Context: an optimization exercise on an open-source flow, tuned for small area and few clock cycles per item. The choices shown serve that exercise and are no tape-out recipe. Where RTL was checked, it was by simulation tests only, not by an equivalence proof against the original. Power figures rest on the tool's default switching activity, not on a simulated workload.

==> flow/design.v (excerpt) <==
module temperature_band_statistics (
  input  logic         clk_i,
  input  logic         rst_ni,
  input  logic         in_valid_i,
  output logic         in_ready_o,
  input  logic [16:0]  in_data_i,
  output logic         out_valid_o,
  input  logic         out_ready_i,
  output logic [157:0] out_data_o,
  input  logic         cfg_we_i,
  input  logic [1:0]   cfg_idx_i,
  input  logic [14:0]  cfg_data_i
);
Size: about 950 cells after synthesis, about 220 flip-flops, about 200 I/O pins.
==> module tbs_stats, before the edit <==
module tbs_stats (
  input  logic clk_i,
  input  logic rst_ni,
  input  logic accept_i,
  input  tbs_pkg::in_t  in_data_i,
  input  tbs_pkg::cfg_t cfg_i,
  output tbs_pkg::out_t res_o
);
  logic        fresh_q;
  logic [14:0] min_q, max_q;
  logic [14:0] total_lo_q;
  logic [15:0] total_hi_q;
  logic [15:0] skip_q, norm_q, warn_q, crit_q, shut_q;
  logic        trip_q;
  logic [15:0] pidx_q;
  logic        clr_a, skip_a, smp_a, wipe;
  logic [14:0] t;
  logic        in_normal, in_warning, in_critical, trip_hit;
  logic        lt_min, gt_max;
  function automatic logic le15(input logic [14:0] a, input logic [14:0] b);
    logic r;
    r = 1'b1;
    for (int i = 0; i < 15; i++) r = (!a[i] && b[i]) || (!a[i] && r) || (b[i] && r);
    le15 = r;
  endfunction
  function automatic logic [15:0] cnt_next(input logic [15:0] v, input logic en,
                                           input logic wp);
    logic c;
    c = en && !(&v);
    cnt_next[0] = wp ? en : v[0] ^ c;
    c = c && v[0];
    for (int i = 1; i < 16; i++) begin
      cnt_next[i] = !wp && (v[i] ^ c);
      c = c && v[i];
    end
  endfunction
  assign t      = in_data_i.sample[14:0];
  assign clr_a  = accept_i && in_data_i.action;
  assign skip_a = accept_i && !in_data_i.action && in_data_i.sample[15];
  assign smp_a  = accept_i && !in_data_i.action && !in_data_i.sample[15];
  assign wipe   = clr_a || fresh_q;
  assign in_normal   = le15(t, cfg_i.normal_limit);
  assign in_warning  = le15(t, cfg_i.warning_limit);
  assign in_critical = le15(t, cfg_i.critical_limit);
  assign trip_hit    = le15(cfg_i.trip_level, t);
  assign lt_min      = !le15(min_q, t);
  assign gt_max      = !le15(t, max_q);
  logic [14:0] addend, lo_sum;
  logic        lo_c, ovf;
  always_comb begin
    logic c;
    addend = smp_a ? t : 15'd0;
    c = 1'b0;
    for (int i = 0; i < 15; i++) begin
      lo_sum[i] = total_lo_q[i] ^ addend[i] ^ c;
      c = (total_lo_q[i] && addend[i]) || (c && (total_lo_q[i] ^ addend[i]));
    end
    lo_c = c;
  end
  assign ovf = lo_c && (&total_hi_q) && !fresh_q;
  always_ff @(posedge clk_i or negedge rst_ni) begin
    if (!rst_ni) begin
      fresh_q    <= 1'b1;
      total_lo_q <= '0;
      trip_q     <= 1'b0;
    end else begin
      if (accept_i) fresh_q <= 1'b0;
      if (clr_a) begin
        total_lo_q <= '0;
        trip_q     <= 1'b0;
      end else begin
        total_lo_q <= lo_sum | {15{ovf}};
        trip_q     <= trip_q || (smp_a && trip_hit);
      end
    end
  end
  always_ff @(posedge clk_i) begin
    if (smp_a && (fresh_q || lt_min)) min_q <= t;
    else if (wipe)                    min_q <= LowestReset;
    if (smp_a && (fresh_q || gt_max)) max_q <= t;
    else if (wipe)                    max_q <= '0;
    total_hi_q <= clr_a ? '0 : cnt_next(total_hi_q, lo_c, fresh_q);
    skip_q <= clr_a ? '0 : cnt_next(skip_q, skip_a, fresh_q);
    norm_q <= clr_a ? '0 : cnt_next(norm_q, smp_a && in_normal, fresh_q);
    warn_q <= clr_a ? '0 : cnt_next(warn_q, smp_a && !in_normal && in_warning, fresh_q);
    crit_q <= clr_a ? '0 : cnt_next(crit_q, smp_a && !in_normal && !in_warning && in_critical,
                                    fresh_q);
    shut_q <= clr_a ? '0 : cnt_next(shut_q, smp_a && !in_normal && !in_warning && !in_critical,
                                    fresh_q);
    pidx_q <= clr_a ? '0 : cnt_next(pidx_q, (skip_a || smp_a) && !trip_q &&
                                    !(smp_a && trip_hit), fresh_q);
  end
  assign res_o = {min_q, max_q, total_hi_q, total_lo_q,
                  skip_q, norm_q, warn_q, crit_q, shut_q, trip_q, pidx_q & {16{trip_q}}};
endmodule
==> flow/config.mk <==
export PLATFORM = sky130hd
export DESIGN_NAME = temperature_band_statistics
export DESIGN_NICKNAME = temperature_band_statistics
export VERILOG_FILES = /design/flow/design.v
export SDC_FILE = /design/flow/constraint.sdc
export NUM_CORES = 4
export LEC_CHECK = 0
export CAP_MARGIN = 20
export CORE_MARGIN = 2
export CORE_UTILIZATION = 40
export SLEW_MARGIN = 20
==> flow/constraint.sdc <==
create_clock -name core_clock -period 6.0 [get_ports {clk_i}]
set_input_delay 1.2000 -clock core_clock [delete_from_list [all_inputs] [get_ports {clk_i}]]
set_output_delay 1.2000 -clock core_clock [all_outputs]
set_load 0.01 [all_outputs]
standard.sh (not shown) runs the stock make flow with config.mk's settings and CLKGATE_MAP_FILE= SYNTH_SCRIPT=/design/flow/synth_recipe.tcl, a recipe that flattens the netlist after the stock synthesis.
==> flow/flow/run.sh <==
#!/bin/bash
# Own flow: the standard layout (standard.sh, unchanged synthesis), with
#  - port buffers made with the smallest buffer (buf_1) instead of the one buffer_ports picks,
#  - clock tree from small clock buffers, without dummy loads.
set -euo pipefail
export BUFFER_PORTS_ARGS="-buffer_cell sky130_fd_sc_hd__buf_1"
export CTS_ARGS="-sink_clustering_enable -repair_clock_nets -dont_use_dummy_load -buf_list sky130_fd_sc_hd__clkbuf_4"
bash standard.sh > standard_make.log 2>&1
The baseline produced a layout that fails on negative setup slack.
Change:
--- a/flow/design.v
+++ b/flow/design.v
@@ -112,14 +112,14 @@
     le15 = r;
   endfunction
   function automatic logic [15:0] cnt_next(input logic [15:0] v, input logic en,
                                            input logic wp);
-    logic c;
-    c = en && !(&v);
-    cnt_next[0] = wp ? en : v[0] ^ c;
-    c = c && v[0];
-    for (int i = 1; i < 16; i++) begin
-      cnt_next[i] = !wp && (v[i] ^ c);
+    logic g, c;
+    g = en && !(&v);
+    c = g;
+    for (int i = 0; i < 16; i++) begin
+      if (i == 8) c = g && (&v[7:0]);
+      cnt_next[i] = (i == 0) ? (wp ? en : v[i] ^ c) : (!wp && (v[i] ^ c));
       c = c && v[i];
     end
   endfunction
   assign t      = in_data_i.sample[14:0];
@@ -135,18 +135,42 @@
   assign gt_max      = !le15(t, max_q);
   logic [14:0] addend, lo_sum;
   logic        lo_c, ovf;
   always_comb begin
-    logic c;
+    logic c, c0, c1;
+    logic [14:8] s0, s1;
     addend = smp_a ? t : 15'd0;
     c = 1'b0;
-    for (int i = 0; i < 15; i++) begin
+    for (int i = 0; i < 8; i++) begin
       lo_sum[i] = total_lo_q[i] ^ addend[i] ^ c;
       c = (total_lo_q[i] && addend[i]) || (c && (total_lo_q[i] ^ addend[i]));
     end
-    lo_c = c;
+    c0 = 1'b0;
+    c1 = 1'b1;
+    for (int i = 8; i < 15; i++) begin
+      s0[i] = total_lo_q[i] ^ addend[i] ^ c0;
+      c0 = (total_lo_q[i] && addend[i]) || (c0 && (total_lo_q[i] ^ addend[i]));
+      s1[i] = total_lo_q[i] ^ addend[i] ^ c1;
+      c1 = (total_lo_q[i] && addend[i]) || (c1 && (total_lo_q[i] ^ addend[i]));
+    end
+    lo_sum[14:8] = c ? s1 : s0;
+    lo_c = c ? c1 : c0;
   end
   assign ovf = lo_c && (&total_hi_q) && !fresh_q;
+  logic [15:0] hi_next;
+  always_comb begin
+    logic g, c;
+    g = lo_c && !(&total_hi_q);
+    c = g;
+    for (int i = 0; i < 16; i++) begin
+      if (i == 4)  c = g && (&total_hi_q[3:0]);
+      if (i == 8)  c = g && (&total_hi_q[7:0]);
+      if (i == 12) c = g && (&total_hi_q[11:0]);
+      hi_next[i] = (i == 0) ? (fresh_q ? 1'b0 : total_hi_q[i] ^ c)
+                            : (!fresh_q && (total_hi_q[i] ^ c));
+      c = c && total_hi_q[i];
+    end
+  end
   always_ff @(posedge clk_i or negedge rst_ni) begin
     if (!rst_ni) begin
       fresh_q    <= 1'b1;
       total_lo_q <= '0;
@@ -166,9 +190,9 @@
     if (smp_a && (fresh_q || lt_min)) min_q <= t;
     else if (wipe)                    min_q <= LowestReset;
     if (smp_a && (fresh_q || gt_max)) max_q <= t;
     else if (wipe)                    max_q <= '0;
-    total_hi_q <= clr_a ? '0 : cnt_next(total_hi_q, lo_c, fresh_q);
+    total_hi_q <= clr_a ? '0 : hi_next;
     skip_q <= clr_a ? '0 : cnt_next(skip_q, skip_a, fresh_q);
     norm_q <= clr_a ? '0 : cnt_next(norm_q, smp_a && in_normal, fresh_q);
     warn_q <= clr_a ? '0 : cnt_next(warn_q, smp_a && !in_normal && in_warning, fresh_q);
     crit_q <= clr_a ? '0 : cnt_next(crit_q, smp_a && !in_normal && !in_warning && in_critical,
Effect:
- The new run reached the layout checks and failed them: negative setup slack
- cell area falls by 1.6%
- routed wire length falls by 1.5%
- worst setup slack improved by 2.0 ns
- total power falls by 0.67%
- via count rises by 1.8%
- critical path depth falls by 11
- clock skew rises by 0.020 ns
- register-to-register slack improved by 2.0 ns
- final cell count falls by 0.71%
- count of clock-buffer cells in the layout rises by 1
- synthesized cell count rises by 2.0%
- sequential share of layout area rises by 0.65 points
- combinational power falls by 6.2%
- utilization falls by 0.92 points
No functional check of the RTL was part of any run of this note.

* * *

## v6
The RTL this note starts from:
==> flow/design.v <==
package tbs_pkg;
  localparam int CountMax = 65535;
  localparam logic [15:0] CntMax = 16'(CountMax);
  localparam logic [15:0] PosMax = 16'hFFFF;
  localparam logic [30:0] SumMax = 31'h7FFF_FFFF;
  localparam logic [14:0] LowestReset = 15'h7FFF;
  localparam logic [14:0] NormalLimitReset = 15'd464;
  localparam logic [14:0] WarningLimitReset = 15'd704;
  localparam logic [14:0] CriticalLimitReset = 15'd944;
  localparam logic [14:0] TripLevelReset = 15'd720;
  typedef enum logic [1:0] {
    CfgNormalLimit = 2'd0,
    CfgWarningLimit = 2'd1,
    CfgCriticalLimit = 2'd2,
    CfgTripLevel = 2'd3
  } cfg_idx_e;
  typedef enum logic {
    ActSample = 1'b0,
    ActClear = 1'b1
  } action_e;
  typedef struct packed {
    logic              action;
    logic signed [15:0] sample;
  } in_t;
  typedef struct packed {
    logic [14:0] min_seen;
    logic [14:0] max_seen;
    logic [30:0] total;
    logic [15:0] skipped_count;
    logic [15:0] normal_count;
    logic [15:0] warning_count;
    logic [15:0] critical_count;
    logic [15:0] shutdown_count;
    logic        trip_seen;
    logic [15:0] trip_index;
  } out_t;
  typedef struct packed {
    logic [14:0] normal_limit;
    logic [14:0] warning_limit;
    logic [14:0] critical_limit;
    logic [14:0] trip_level;
  } cfg_t;
  localparam out_t StatsReset = {
    LowestReset,   
    15'd0,         
    31'd0,         
    16'd0,         
    16'd0,         
    16'd0,         
    16'd0,         
    16'd0,         
    1'b0,          
    16'd0          
  };
endpackage
import tbs_pkg::*;
module tbs_cfg_regs (
  input  logic        clk_i,
  input  logic        rst_ni,
  input  logic        cfg_we_i,
  input  logic [1:0]  cfg_idx_i,
  input  logic [14:0] cfg_data_i,
  output tbs_pkg::cfg_t        cfg_o
);
  tbs_pkg::cfg_t cfg_d;
  tbs_pkg::cfg_t cfg_q;
  always_comb begin
    cfg_d = cfg_q;
    if (cfg_we_i) begin
      unique case (cfg_idx_i)
        CfgNormalLimit:   cfg_d.normal_limit = cfg_data_i;
        CfgWarningLimit:  cfg_d.warning_limit = cfg_data_i;
        CfgCriticalLimit: cfg_d.critical_limit = cfg_data_i;
        CfgTripLevel:     cfg_d.trip_level = cfg_data_i;
        default:          cfg_d = cfg_q;
      endcase
    end
  end
  always_ff @(posedge clk_i or negedge rst_ni) begin
    if (!rst_ni) begin
      cfg_q <= {NormalLimitReset, WarningLimitReset, CriticalLimitReset, TripLevelReset};
    end else begin
      cfg_q <= cfg_d;
    end
  end
  assign cfg_o = cfg_q;
endmodule
import tbs_pkg::*;
module tbs_stats (
  input  logic clk_i,
  input  logic rst_ni,
  input  logic accept_i,
  input  tbs_pkg::in_t  in_data_i,
  input  tbs_pkg::cfg_t cfg_i,
  output tbs_pkg::out_t res_o
);
  logic        fresh_q;
  logic [14:0] min_q, max_q;
  logic [14:0] total_lo_q;
  logic [15:0] total_hi_q;
  logic [15:0] skip_q, norm_q, warn_q, crit_q, shut_q;
  logic        trip_q;
  logic [15:0] pidx_q;
  logic        clr_a, skip_a, smp_a, wipe;
  logic [14:0] t;
  logic        in_normal, in_warning, in_critical, trip_hit;
  logic        lt_min, gt_max;
  function automatic logic le15(input logic [14:0] a, input logic [14:0] b);
    logic r;
    r = 1'b1;
    for (int i = 0; i < 15; i++) r = (!a[i] && b[i]) || (!a[i] && r) || (b[i] && r);
    le15 = r;
  endfunction
  function automatic logic [15:0] cnt_next(input logic [15:0] v, input logic en,
                                           input logic wp);
    logic g, c;
    g = en && !(&v);
    c = g;
    for (int i = 0; i < 16; i++) begin
      if (i == 8) c = g && (&v[7:0]);
      cnt_next[i] = (i == 0) ? (wp ? en : v[i] ^ c) : (!wp && (v[i] ^ c));
      c = c && v[i];
    end
  endfunction
  assign t      = in_data_i.sample[14:0];
  assign clr_a  = accept_i && in_data_i.action;
  assign skip_a = accept_i && !in_data_i.action && in_data_i.sample[15];
  assign smp_a  = accept_i && !in_data_i.action && !in_data_i.sample[15];
  assign wipe   = clr_a || fresh_q;
  assign in_normal   = le15(t, cfg_i.normal_limit);
  assign in_warning  = le15(t, cfg_i.warning_limit);
  assign in_critical = le15(t, cfg_i.critical_limit);
  assign trip_hit    = le15(cfg_i.trip_level, t);
  assign lt_min      = !le15(min_q, t);
  assign gt_max      = !le15(t, max_q);
  logic [14:0] addend, lo_sum;
  logic        lo_c, ovf;
  always_comb begin
    logic c, c0, c1;
    logic [14:8] s0, s1;
    addend = smp_a ? t : 15'd0;
    c = 1'b0;
    for (int i = 0; i < 8; i++) begin
      lo_sum[i] = total_lo_q[i] ^ addend[i] ^ c;
      c = (total_lo_q[i] && addend[i]) || (c && (total_lo_q[i] ^ addend[i]));
    end
    c0 = 1'b0;
    c1 = 1'b1;
    for (int i = 8; i < 15; i++) begin
      s0[i] = total_lo_q[i] ^ addend[i] ^ c0;
      c0 = (total_lo_q[i] && addend[i]) || (c0 && (total_lo_q[i] ^ addend[i]));
      s1[i] = total_lo_q[i] ^ addend[i] ^ c1;
      c1 = (total_lo_q[i] && addend[i]) || (c1 && (total_lo_q[i] ^ addend[i]));
    end
    lo_sum[14:8] = (s1 & {7{c}}) | (s0 & {7{!c}});
    lo_c = (c1 & c) | (c0 & !c);
  end
  assign ovf = lo_c && (&total_hi_q) && !fresh_q;
  logic [15:0] hi_next;
  always_comb begin
    logic g, c;
    g = lo_c && !(&total_hi_q);
    c = g;
    for (int i = 0; i < 16; i++) begin
      if (i == 4)  c = g && (&total_hi_q[3:0]);
      if (i == 8)  c = g && (&total_hi_q[7:0]);
      if (i == 12) c = g && (&total_hi_q[11:0]);
      hi_next[i] = (i == 0) ? (fresh_q ? 1'b0 : total_hi_q[i] ^ c)
                            : (!fresh_q && (total_hi_q[i] ^ c));
      c = c && total_hi_q[i];
    end
  end
  always_ff @(posedge clk_i or negedge rst_ni) begin
    if (!rst_ni) begin
      fresh_q    <= 1'b1;
      total_lo_q <= '0;
      trip_q     <= 1'b0;
    end else begin
      if (accept_i) fresh_q <= 1'b0;
      if (clr_a) begin
        total_lo_q <= '0;
        trip_q     <= 1'b0;
      end else begin
        total_lo_q <= lo_sum | {15{ovf}};
        trip_q     <= trip_q || (smp_a && trip_hit);
      end
    end
  end
  always_ff @(posedge clk_i) begin
    if (smp_a && (fresh_q || lt_min)) min_q <= t;
    else if (wipe)                    min_q <= LowestReset;
    if (smp_a && (fresh_q || gt_max)) max_q <= t;
    else if (wipe)                    max_q <= '0;
    total_hi_q <= clr_a ? '0 : hi_next;
    skip_q <= clr_a ? '0 : cnt_next(skip_q, skip_a, fresh_q);
    norm_q <= clr_a ? '0 : cnt_next(norm_q, smp_a && in_normal, fresh_q);
    warn_q <= clr_a ? '0 : cnt_next(warn_q, smp_a && !in_normal && in_warning, fresh_q);
    crit_q <= clr_a ? '0 : cnt_next(crit_q, smp_a && !in_normal && !in_warning && in_critical,
                                    fresh_q);
    shut_q <= clr_a ? '0 : cnt_next(shut_q, smp_a && !in_normal && !in_warning && !in_critical,
                                    fresh_q);
    pidx_q <= clr_a ? '0 : cnt_next(pidx_q, (skip_a || smp_a) && !trip_q &&
                                    !(smp_a && trip_hit), fresh_q);
  end
  assign res_o = {min_q, max_q, total_hi_q, total_lo_q,
                  skip_q, norm_q, warn_q, crit_q, shut_q, trip_q, pidx_q & {16{trip_q}}};
endmodule
import tbs_pkg::*;
module tbs_out_reg (
  input  logic clk_i,
  input  logic rst_ni,
  input  logic in_valid_i,
  output logic in_ready_o,
  output logic accept_o,
  output logic out_valid_o,
  input  logic out_ready_i
);
  logic out_valid_q;
  assign in_ready_o = !out_valid_q || out_ready_i;
  assign accept_o   = in_valid_i && in_ready_o;
  always_ff @(posedge clk_i or negedge rst_ni) begin
    if (!rst_ni) begin
      out_valid_q <= 1'b0;
    end else if (in_ready_o) begin
      out_valid_q <= in_valid_i;
    end
  end
  assign out_valid_o = out_valid_q;
endmodule
import tbs_pkg::*;
module temperature_band_statistics (
  input  logic         clk_i,
  input  logic         rst_ni,
  input  logic         in_valid_i,
  output logic         in_ready_o,
  input  logic [16:0]  in_data_i,
  output logic         out_valid_o,
  input  logic         out_ready_i,
  output logic [157:0] out_data_o,
  input  logic         cfg_we_i,
  input  logic [1:0]   cfg_idx_i,
  input  logic [14:0]  cfg_data_i
);
  tbs_pkg::cfg_t cfg;
  tbs_pkg::in_t  in_data;
  tbs_pkg::out_t res;
  logic accept;
  assign in_data    = in_data_i;
  assign out_data_o = res;
  tbs_cfg_regs u_cfg (
    .clk_i,
    .rst_ni,
    .cfg_we_i,
    .cfg_idx_i,
    .cfg_data_i,
    .cfg_o (cfg)
  );
  tbs_out_reg u_out (
    .clk_i,
    .rst_ni,
    .in_valid_i,
    .in_ready_o,
    .accept_o (accept),
    .out_valid_o,
    .out_ready_i
  );
  tbs_stats u_stats (
    .clk_i,
    .rst_ni,
    .accept_i  (accept),
    .in_data_i (in_data),
    .cfg_i     (cfg),
    .res_o     (res)
  );
endmodule
export LEC_CHECK = 0
export CAP_MARGIN = 20
export CORE_MARGIN = 2
export CORE_UTILIZATION = 40
export SLEW_MARGIN = 20
create_clock -name core_clock -period 6.0 [get_ports {clk_i}]
==> flow/flow/run.sh <==
#!/bin/bash
set -euo pipefail
HERE=$(pwd)
RES=$HERE/orfs/results/$FLOW_PLATFORM/temperature_band_statistics/base
YOSYS=${FLOW_HOME}/../tools/install/yosys/bin/yosys
[[ -x $YOSYS ]] || YOSYS=yosys

bash standard.sh synth > standard_synth.log 2>&1

cp $RES/1_2_yosys.v $HERE/synth_standard.v
LIB=${FLOW_HOME}/platforms/sky130hd/lib/sky130_fd_sc_hd__tt_025C_1v80.lib
sed -e "s|@LIB@|$LIB|g" -e "s|@IN@|$HERE/synth_standard.v|g" -e "s|@OUT@|$RES/1_2_yosys.v|g" \
    -e "s|@ABC@|$HERE/flow/area.abc|g" -e "s|@CONSTR@|$HERE/flow/abc.constr|g" \
    flow/remap.ys > remap_run.ys
$YOSYS -s remap_run.ys > remap.log 2>&1
rm -f $RES/1_synth.odb $RES/1_synth.sdc

export BUFFER_PORTS_ARGS="-buffer_cell sky130_fd_sc_hd__buf_1"
export CTS_ARGS="-sink_clustering_enable -repair_clock_nets -dont_use_dummy_load -buf_list sky130_fd_sc_hd__clkbuf_4 -sink_clustering_size 10 -sink_clustering_max_diameter 40"
bash standard.sh > standard_make.log 2>&1
==> flow/flow/abc.constr <==
set_driving_cell sky130_fd_sc_hd__buf_1
set_load 5
==> flow/flow/area.abc <==
strash
dc2
rewrite -z
refactor -z
&get -n
&dch -f
&nf -R 1000
&put
==> flow/flow/remap.ys <==
# Map the combinational logic of the standard synthesis again; registers stay as they are.
read_liberty -ignore_miss_func @LIB@
read_verilog @IN@
hierarchy -check -top temperature_band_statistics
blackbox sky130_fd_sc_hd__df* sky130_fd_sc_hd__edf* sky130_fd_sc_hd__sdf* sky130_fd_sc_hd__dl*
flatten
rename -hide w:*.*
opt_clean
opt -fast
abc -script @ABC@ -liberty @LIB@ -dont_use *lpflow* -dont_use *probe_p* -dont_use *probec_p* -constr @CONSTR@ -D 4000
setundef -zero
splitnets
opt_clean -purge
hilomap -singleton -hicell sky130_fd_sc_hd__conb_1 HI -locell sky130_fd_sc_hd__conb_1 LO
insbuf -buf sky130_fd_sc_hd__buf_4 A X
opt_clean -purge
rename -hide w:*$func$*
stat -liberty @LIB@
write_verilog -noattr -nohex -nodec @OUT@
Testbench counts of v6, summed over its fixed seeds: cycles 32,008, items 32,000.
Edits applied to the flow inputs when going from v6 to v7:
-- flow/design.v --
<<< v6, line 134
  assign lt_min      = !le15(min_q, t);
  assign gt_max      = !le15(t, max_q);
  logic [14:0] addend, lo_sum;
  logic        lo_c, ovf;
  always_comb begin
>>> v7, line 134
  assign lt_min      = !le15(min_q, t);
  assign gt_max      = !le15(t, max_q);
  logic [14:0] addend, lo_sum, lo_cur;
  assign lo_cur = total_lo_q & {15{!fresh_q}};
  logic        lo_c, ovf;
  always_comb begin
<<< v6, line 142
    c = 1'b0;
    for (int i = 0; i < 8; i++) begin
      lo_sum[i] = total_lo_q[i] ^ addend[i] ^ c;
      c = (total_lo_q[i] && addend[i]) || (c && (total_lo_q[i] ^ addend[i]));
    end
    c0 = 1'b0;
    c1 = 1'b1;
    for (int i = 8; i < 15; i++) begin
      s0[i] = total_lo_q[i] ^ addend[i] ^ c0;
      c0 = (total_lo_q[i] && addend[i]) || (c0 && (total_lo_q[i] ^ addend[i]));
      s1[i] = total_lo_q[i] ^ addend[i] ^ c1;
      c1 = (total_lo_q[i] && addend[i]) || (c1 && (total_lo_q[i] ^ addend[i]));
    end
    lo_sum[14:8] = (s1 & {7{c}}) | (s0 & {7{!c}});
>>> v7, line 143
    c = 1'b0;
    for (int i = 0; i < 8; i++) begin
      lo_sum[i] = lo_cur[i] ^ addend[i] ^ c;
      c = (lo_cur[i] && addend[i]) || (c && (lo_cur[i] ^ addend[i]));
    end
    c0 = 1'b0;
    c1 = 1'b1;
    for (int i = 8; i < 15; i++) begin
      s0[i] = lo_cur[i] ^ addend[i] ^ c0;
      c0 = (lo_cur[i] && addend[i]) || (c0 && (lo_cur[i] ^ addend[i]));
      s1[i] = lo_cur[i] ^ addend[i] ^ c1;
      c1 = (lo_cur[i] && addend[i]) || (c1 && (lo_cur[i] ^ addend[i]));
    end
    lo_sum[14:8] = (s1 & {7{c}}) | (s0 & {7{!c}});
<<< v6, line 174
    if (!rst_ni) begin
      fresh_q    <= 1'b1;
      total_lo_q <= '0;
      trip_q     <= 1'b0;
    end else begin
      if (accept_i) fresh_q <= 1'b0;
      if (clr_a) begin
        total_lo_q <= '0;
        trip_q     <= 1'b0;
      end else begin
        total_lo_q <= lo_sum | {15{ovf}};
        trip_q     <= trip_q || (smp_a && trip_hit);
      end
    end
  end
  always_ff @(posedge clk_i) begin
    if (smp_a && (fresh_q || lt_min)) min_q <= t;
    else if (wipe)                    min_q <= LowestReset;
    if (smp_a && (fresh_q || gt_max)) max_q <= t;
    else if (wipe)                    max_q <= '0;
    total_hi_q <= clr_a ? '0 : hi_next;
    skip_q <= clr_a ? '0 : cnt_next(skip_q, skip_a, fresh_q);
>>> v7, line 175
    if (!rst_ni) begin
      fresh_q    <= 1'b1;
      trip_q     <= 1'b0;
    end else begin
      if (accept_i) fresh_q <= 1'b0;
      if (clr_a) trip_q <= 1'b0;
      else       trip_q <= trip_q || (smp_a && trip_hit);
    end
  end
  always_ff @(posedge clk_i) begin
    min_q <= (smp_a && (fresh_q || lt_min)) ? t : (min_q | {15{wipe}});
    max_q <= (smp_a && (fresh_q || gt_max)) ? t : (max_q & {15{!wipe}});
    total_lo_q <= clr_a ? '0 : (lo_sum | {15{ovf}});
    total_hi_q <= clr_a ? '0 : hi_next;
    skip_q <= clr_a ? '0 : cnt_next(skip_q, skip_a, fresh_q);
==> comparison <==
- v7 went all the way through the flow, and no timing, DRC or antenna check failed.
- The higher worst hold slack across all endpoints of v7 and v6 is in v7.
- Sort v7 and v6 by post-route total power, descending, and v7 comes first.
- Summary of the comparison: number of detailed-route iterations in the first pass is higher in v7, relative to v6.
- Summary of v7 over v6: period utilization stayed essentially flat, synthesized area decreased by 0.40% relative to the old numbers, global-route usage now smaller, chip width now sits at about the same level.
- [v7 vs v6] final instance count without filler cells: higher in v7
- For the average footprint of a synthesized cell, v7 came in about 6% lower than v6 did.
- Taking v6 as the reference, in v7 area after detailed placement rose about 1%; clock-cell share of area neither gained nor lost much; fmax roughly the same.
For v7, only the layout was checked, not whether the RTL still works.

separate check: timing with driven ports:
Ports are ideal in the flow. The routed layouts listed here were re-timed in OpenROAD.
Step 1 (the two cells are an assumption about what drives the block):
set clk [get_ports {clk_i}]
set_driving_cell -lib_cell sky130_fd_sc_hd__clkbuf_16 $clk
set_driving_cell -lib_cell sky130_fd_sc_hd__buf_2 [delete_from_list [all_inputs] $clk]
Step 2 also shifts input and output timing later by t, the mid clock arrival at the registers, as if the neighbouring blocks saw the same clock.
a / b / c = no drivers / after step 1 / after step 2; a / b = the first two.
run	t (ns)	slack for setup (ns)	clock arrival spread, ns
the first run of note 1	0.690	-2.758 / -2.767 / -3.457	0.066 / 0.066
the second run of note 1	0.695	-0.719 / -0.700 / -1.395	0.088 / 0.088
v6	0.623	0.606 / 0.610 / -0.013	0.074 / 0.075
v7	0.635	0.602 / 0.620 / -0.016	0.067 / 0.067
With both steps, setup timing fails in v6 and v7, where it was met with ideal ports. The setup slack of the first run of note 1, which loses most, moves by -0.009 ns with the drivers and by -0.699 ns with both steps.
